From an optimization exercise on the open Yosys and OpenROAD flow, aimed at small area; shortcuts taken in it are not production practice.
In this exercise RTL edits were held to simulation tests only and were not proved equivalent to the original.
No activity file was given, so power comes from the tool's default toggle rates.

==> xenon: inputs <==
## reg_file_2r1w
module reg_file_2r1w #(
   parameter int                    DATA_WIDTH = 32,
   parameter logic [DATA_WIDTH-1:0] SP_RESET   = '0
) (
   input  logic                  Clk,
   input  logic                  Rst,
   input  logic [4:0]            ReadRegister1,
   input  logic [4:0]            ReadRegister2,
   input  logic [4:0]            WriteRegister,
   input  logic [DATA_WIDTH-1:0] WriteData,
   input  logic                  RegWrite,
   input  logic [4:0]            DebugRegister,
   output logic [DATA_WIDTH-1:0] ReadData1,
   output logic [DATA_WIDTH-1:0] ReadData2,
   output logic [DATA_WIDTH-1:0] DebugData
);
   logic [31:0][DATA_WIDTH-1:0] r_data;
   logic                        r_clear;
   logic [31:0]                 w_we;
   always_comb begin
      for (int i = 0; i < 32; i++)
         w_we[i] = RegWrite && !Rst && (WriteRegister == 5'(i)) && (i != 0);
   end
   always_ff @(posedge Clk or posedge Rst) begin
      if (Rst) r_clear <= 1'b1;
      else     r_clear <= 1'b0;
   end
   localparam logic [4:0] SP_INDEX = 5'd29;
   logic [31:0]                 w_keep;
   logic [31:0][DATA_WIDTH-1:0] w_next;
   assign w_keep = ~(w_we | {32{r_clear}});
   for (genvar i = 1; i < 32; i++) begin : g_row
      for (genvar j = 0; j < DATA_WIDTH; j++) begin : g_col
         if (i == SP_INDEX && SP_RESET[j]) begin : g_one
            assign w_next[i][j] = w_we[i] ? WriteData[j] : (r_clear || r_data[i][j]);
         end else begin : g_zero
            rf_hold u_hold (.we(w_we[i]), .wd(WriteData[j]), .keep(w_keep[i]), .q(r_data[i][j]),
                            .d(w_next[i][j]));
         end
      end
   end
   always_ff @(posedge Clk) begin
      for (int i = 1; i < 32; i++)
         r_data[i] <= w_next[i];
   end
  ...
==> module reg_file_2r1w, before the edit <==
module reg_file_2r1w #(
   parameter int                    DATA_WIDTH = 32,
   parameter logic [DATA_WIDTH-1:0] SP_RESET   = '0
) (
   input  logic                  Clk,
   input  logic                  Rst,
   input  logic [4:0]            ReadRegister1,
   input  logic [4:0]            ReadRegister2,
   input  logic [4:0]            WriteRegister,
   input  logic [DATA_WIDTH-1:0] WriteData,
   input  logic                  RegWrite,
   input  logic [4:0]            DebugRegister,
   output logic [DATA_WIDTH-1:0] ReadData1,
   output logic [DATA_WIDTH-1:0] ReadData2,
   output logic [DATA_WIDTH-1:0] DebugData
);
   logic [31:0][DATA_WIDTH-1:0] r_data;
   logic                        r_clear;
   logic [31:0]                 w_we;
   always_comb begin
      for (int i = 0; i < 32; i++)
         w_we[i] = RegWrite && !Rst && (WriteRegister == 5'(i)) && (i != 0);
   end
   always_ff @(posedge Clk or posedge Rst) begin
      if (Rst) r_clear <= 1'b1;
      else     r_clear <= 1'b0;
   end
   localparam logic [4:0] SP_INDEX = 5'd29;
   logic [31:0]                 w_keep;
   logic [31:0][DATA_WIDTH-1:0] w_next;
   assign w_keep = ~(w_we | {32{r_clear}});
   for (genvar i = 1; i < 32; i++) begin : g_row
      for (genvar j = 0; j < DATA_WIDTH; j++) begin : g_col
         if (i == SP_INDEX && SP_RESET[j]) begin : g_one
            assign w_next[i][j] = w_we[i] ? WriteData[j] : (r_clear || r_data[i][j]);
         end else begin : g_zero
            rf_hold u_hold (.we(w_we[i]), .wd(WriteData[j]), .keep(w_keep[i]), .q(r_data[i][j]),
                            .d(w_next[i][j]));
         end
      end
   end
   always_ff @(posedge Clk) begin
      for (int i = 1; i < 32; i++)
         r_data[i] <= w_next[i];
   end
   logic w_bypass1, w_bypass2;
   assign w_bypass1 = RegWrite && !Rst && (WriteRegister == ReadRegister1) && (ReadRegister1 != 5'd0);
   assign w_bypass2 = RegWrite && !Rst && (WriteRegister == ReadRegister2) && (ReadRegister2 != 5'd0);
   logic [31:0] w_sel1, w_sel2, w_seld;
   always_comb begin
      w_sel1[0] = w_bypass1;
      w_sel2[0] = w_bypass2;
      w_seld[0] = 1'b0;
      for (int i = 1; i < 32; i++) begin
         w_sel1[i] = (ReadRegister1 == 5'(i)) && !r_clear && !w_bypass1;
         w_sel2[i] = (ReadRegister2 == 5'(i)) && !r_clear && !w_bypass2;
         w_seld[i] = (DebugRegister == 5'(i)) && !r_clear;
      end
   end
   logic w_sp1, w_sp2, w_spd;
   assign w_sp1 = (ReadRegister1 == SP_INDEX) && r_clear && !w_bypass1;
   assign w_sp2 = (ReadRegister2 == SP_INDEX) && r_clear && !w_bypass2;
   assign w_spd = (DebugRegister == SP_INDEX) && r_clear;
   for (genvar j = 0; j < DATA_WIDTH; j++) begin : g_bit
      logic [31:0] w_col;    
      logic        w_rd1, w_rd2, w_rdd;
      assign w_col[0] = WriteData[j];
      for (genvar i = 1; i < 32; i++) begin : g_reg
         assign w_col[i] = r_data[i][j];
      end
      rf_read_bit32 u_rd1 (.sel(w_sel1),       .d(w_col),       .y(w_rd1));
      rf_read_bit32 u_rd2 (.sel(w_sel2),       .d(w_col),       .y(w_rd2));
      rf_read_dbg31 u_dbg (.sel(w_seld[31:1]), .d(w_col[31:1]), .y(w_rdd));
      assign ReadData1[j] = w_rd1 || (w_sp1 && SP_RESET[j]);
      assign ReadData2[j] = w_rd2 || (w_sp2 && SP_RESET[j]);
      assign DebugData[j] = w_rdd || (w_spd && SP_RESET[j]);
   end
endmodule
Settings: LEC_CHECK=0, CAP_MARGIN=20, CORE_MARGIN=2, CORE_UTILIZATION=40, GPL_TIMING_DRIVEN=0, PLACE_DENSITY=0.5, SETUP_SLACK_MARGIN=0.2, SLEW_MARGIN=20, SYNTH_HIERARCHICAL=1, SYNTH_MINIMUM_KEEP_SIZE=0; clock period 8.0 ns.
standard.sh (not shown) runs the stock make flow with config.mk's settings and CLKGATE_MAP_FILE= SYNTH_SCRIPT=/design/flow/synth_recipe.tcl, a recipe that flattens the netlist after the stock synthesis.
==> flow/flow/run.sh <==
#!/bin/bash
# Layout flow: the standard synthesis, then the combinational logic rebuilt
# by gen_netlist.py around the standard synthesis's flip-flops, then the
# standard ORFS layout steps on that netlist, with smaller port buffers and
# clock-tree buffers.
set -euo pipefail
R=orfs/results/sky130hd/reg_file_2r1w/base

# 1. standard synthesis, unchanged
bash standard.sh synth > synth.log 2>&1
cp $R/1_2_yosys.v standard_netlist.v

# 2. hand-mapped logic around the same flip-flops (same names, cells, Q nets)
python3 flow/gen_netlist.py standard_netlist.v custom_netlist.v > gen_netlist.log 2>&1
# prove it equivalent to the standard netlist; keep the standard one otherwise
sed "s#LIBERTY#$FLOW_HOME/platforms/$FLOW_PLATFORM/lib/sky130_fd_sc_hd__tt_025C_1v80.lib#" \
  flow/equiv.ys > equiv.ys
YOSYS=$(command -v yosys || echo "$FLOW_HOME/../tools/install/yosys/bin/yosys")
if "$YOSYS" -q -l equiv.log equiv.ys > /dev/null 2>&1; then
  cp custom_netlist.v $R/1_2_yosys.v
  rm -f $R/1_synth.odb
fi

# 3. standard layout steps from the new netlist
export BUFFER_PORTS_ARGS="-buffer_cell sky130_fd_sc_hd__buf_2"
export CTS_ARGS="-sink_clustering_enable -repair_clock_nets -dont_use_dummy_load -buf_list {sky130_fd_sc_hd__clkbuf_4} -sink_clustering_size 7 -sink_clustering_max_diameter 70"
bash standard.sh finish > layout.log 2>&1
Other scripts of this flow, unchanged in this note and not shown: flow/flow/equiv.ys, flow/flow/gen_netlist.py
==> inputs of indigo, as changes to xenon <==
--- a/flow/design.v
+++ b/flow/design.v
@@ -26,5 +26,4 @@
       else     r_clear <= 1'b0;
    end
-   localparam logic [4:0] SP_INDEX = 5'd29;
    logic [31:0]                 w_keep;
    logic [31:0][DATA_WIDTH-1:0] w_next;
@@ -32,10 +31,6 @@
    for (genvar i = 1; i < 32; i++) begin : g_row
       for (genvar j = 0; j < DATA_WIDTH; j++) begin : g_col
-         if (i == SP_INDEX && SP_RESET[j]) begin : g_one
-            assign w_next[i][j] = w_we[i] ? WriteData[j] : (r_clear || r_data[i][j]);
-         end else begin : g_zero
-            rf_hold u_hold (.we(w_we[i]), .wd(WriteData[j]), .keep(w_keep[i]), .q(r_data[i][j]),
-                            .d(w_next[i][j]));
-         end
+         rf_hold u_hold (.we(w_we[i]), .wd(WriteData[j]), .keep(w_keep[i]), .q(r_data[i][j]),
+                         .d(w_next[i][j]));
       end
    end
@@ -58,21 +53,13 @@
       end
    end
-   logic w_sp1, w_sp2, w_spd;
-   assign w_sp1 = (ReadRegister1 == SP_INDEX) && r_clear && !w_bypass1;
-   assign w_sp2 = (ReadRegister2 == SP_INDEX) && r_clear && !w_bypass2;
-   assign w_spd = (DebugRegister == SP_INDEX) && r_clear;
    for (genvar j = 0; j < DATA_WIDTH; j++) begin : g_bit
       logic [31:0] w_col;    
-      logic        w_rd1, w_rd2, w_rdd;
       assign w_col[0] = WriteData[j];
       for (genvar i = 1; i < 32; i++) begin : g_reg
          assign w_col[i] = r_data[i][j];
       end
-      rf_read_bit32 u_rd1 (.sel(w_sel1),       .d(w_col),       .y(w_rd1));
-      rf_read_bit32 u_rd2 (.sel(w_sel2),       .d(w_col),       .y(w_rd2));
-      rf_read_dbg31 u_dbg (.sel(w_seld[31:1]), .d(w_col[31:1]), .y(w_rdd));
-      assign ReadData1[j] = w_rd1 || (w_sp1 && SP_RESET[j]);
-      assign ReadData2[j] = w_rd2 || (w_sp2 && SP_RESET[j]);
-      assign DebugData[j] = w_rdd || (w_spd && SP_RESET[j]);
+      rf_read_bit32 u_rd1 (.sel(w_sel1),       .d(w_col),       .y(ReadData1[j]));
+      rf_read_bit32 u_rd2 (.sel(w_sel2),       .d(w_col),       .y(ReadData2[j]));
+      rf_read_dbg31 u_dbg (.sel(w_seld[31:1]), .d(w_col[31:1]), .y(DebugData[j]));
    end
 endmodule
--- a/flow/flow/run.sh
+++ b/flow/flow/run.sh
@@ -24,4 +24,4 @@
 # 3. standard layout steps from the new netlist
 export BUFFER_PORTS_ARGS="-buffer_cell sky130_fd_sc_hd__buf_2"
-export CTS_ARGS="-sink_clustering_enable -repair_clock_nets -dont_use_dummy_load -buf_list {sky130_fd_sc_hd__clkbuf_4} -sink_clustering_size 7 -sink_clustering_max_diameter 70"
+export CTS_ARGS="-sink_clustering_enable -repair_clock_nets -dont_use_dummy_load -buf_list {sky130_fd_sc_hd__clkbuf_4} -sink_clustering_size 9 -sink_clustering_max_diameter 35"
 bash standard.sh finish > layout.log 2>&1
==> inputs of tundra, as changes to xenon <==
--- a/flow/design.v
+++ b/flow/design.v
@@ -26,5 +26,4 @@
       else     r_clear <= 1'b0;
    end
-   localparam logic [4:0] SP_INDEX = 5'd29;
    logic [31:0]                 w_keep;
    logic [31:0][DATA_WIDTH-1:0] w_next;
@@ -32,10 +31,6 @@
    for (genvar i = 1; i < 32; i++) begin : g_row
       for (genvar j = 0; j < DATA_WIDTH; j++) begin : g_col
-         if (i == SP_INDEX && SP_RESET[j]) begin : g_one
-            assign w_next[i][j] = w_we[i] ? WriteData[j] : (r_clear || r_data[i][j]);
-         end else begin : g_zero
-            rf_hold u_hold (.we(w_we[i]), .wd(WriteData[j]), .keep(w_keep[i]), .q(r_data[i][j]),
-                            .d(w_next[i][j]));
-         end
+         rf_hold u_hold (.we(w_we[i]), .wd(WriteData[j]), .keep(w_keep[i]), .q(r_data[i][j]),
+                         .d(w_next[i][j]));
       end
    end
@@ -58,21 +53,13 @@
       end
    end
-   logic w_sp1, w_sp2, w_spd;
-   assign w_sp1 = (ReadRegister1 == SP_INDEX) && r_clear && !w_bypass1;
-   assign w_sp2 = (ReadRegister2 == SP_INDEX) && r_clear && !w_bypass2;
-   assign w_spd = (DebugRegister == SP_INDEX) && r_clear;
    for (genvar j = 0; j < DATA_WIDTH; j++) begin : g_bit
       logic [31:0] w_col;    
-      logic        w_rd1, w_rd2, w_rdd;
       assign w_col[0] = WriteData[j];
       for (genvar i = 1; i < 32; i++) begin : g_reg
          assign w_col[i] = r_data[i][j];
       end
-      rf_read_bit32 u_rd1 (.sel(w_sel1),       .d(w_col),       .y(w_rd1));
-      rf_read_bit32 u_rd2 (.sel(w_sel2),       .d(w_col),       .y(w_rd2));
-      rf_read_dbg31 u_dbg (.sel(w_seld[31:1]), .d(w_col[31:1]), .y(w_rdd));
-      assign ReadData1[j] = w_rd1 || (w_sp1 && SP_RESET[j]);
-      assign ReadData2[j] = w_rd2 || (w_sp2 && SP_RESET[j]);
-      assign DebugData[j] = w_rdd || (w_spd && SP_RESET[j]);
+      rf_read_bit32 u_rd1 (.sel(w_sel1),       .d(w_col),       .y(ReadData1[j]));
+      rf_read_bit32 u_rd2 (.sel(w_sel2),       .d(w_col),       .y(ReadData2[j]));
+      rf_read_dbg31 u_dbg (.sel(w_seld[31:1]), .d(w_col[31:1]), .y(DebugData[j]));
    end
 endmodule
==> comparison table <==
metric	indigo	xenon	tundra
Status	no timing/DRC/antenna violations	no timing/DRC/antenna violations	no timing/DRC/antenna violations
Slew Limit Headroom	8.99%	12.7%	12.7%
Fill count	9956	9982	9982
Clock-cell share of area	3.12%	2.55%	2.55%
Repair and plain buffers	152	153	153
Top achievable clock speed	147 MHz	148 MHz	148 MHz
Worst setup margin	1180 ps	1250 ps	1250 ps
Total routed wirelength	273 mm	273 mm	273 mm
Slowest cell delay on critical path	760 ps	790 ps	790 ps
Met2 capacity usage during global routing	64.3%	64.0%	64.0%
Worst R2R Setup Slack	5250 ps	5400 ps	5400 ps
Detailed-route via count	50.2k	50.0k	50.0k
VDD IR max	0.112 mV	0.0945 mV	0.0945 mV
Total length of routed met2 wires	108 mm	107 mm	107 mm
Total routing usage reported by global routing	46.6%	46.6%	46.6%
Clk_skew	102 ps	76.8 ps	76.8 ps
Cell Int Power	6.16 mW	5.96 mW	5.96 mW
Comb power	0.547 mW	0.550 mW	0.550 mW
Via count of the first global-routing pass	48.3k	48.0k	48.0k
Clock network power consumption	3.03 mW	2.80 mW	2.80 mW
Number of buffers created by CTS	196	159	159
Worst setup path start	ReadRegister1[1]	ReadRegister2[1]	ReadRegister2[1]
ANT cells	25	8	8
Power spent charging and discharging nets	2.44 mW	2.40 mW	2.40 mW
Worst Tran Pin Value	1370 ps	1310 ps	1310 ps
Drt first-iter violations	13.6k	13.5k	13.5k

==> port drivers added, routing unchanged <==
Ports are ideal in the flow. The routed layouts listed here were re-timed in OpenROAD.
Step 1 sets driving cells, clkbuf_16 on the clock port and buf_2 on the other inputs (assumed; they add their load-dependent delay and slew).
Step 2 moves the port delays by t, midway between the first and last clock arrival at a register: inputs arrive t later, outputs are due t later. That takes back most of the time a late clock gives input paths.
a / b / c = ideal / step 1 / step 2; a / b = the first two.
| run | t (ns) | setup WS [ns] | worst setup path after step 2 | worst data-port slew with drivers (ns) |
|---|---|---|---|---|
| xenon | 1.182 | 1.247 / 1.225 / 1.225 | input to output | 0.15 |
| indigo | 1.214 | 1.177 / 1.152 / 1.152 | input to output | 0.15 |
| tundra | 1.182 | 1.247 / 1.225 / 1.225 | input to output | 0.15 |
After both steps every run listed still meets setup and hold. The setup slack of indigo, which loses most, moves by -0.025 ns with the drivers and by -0.025 ns with both steps.
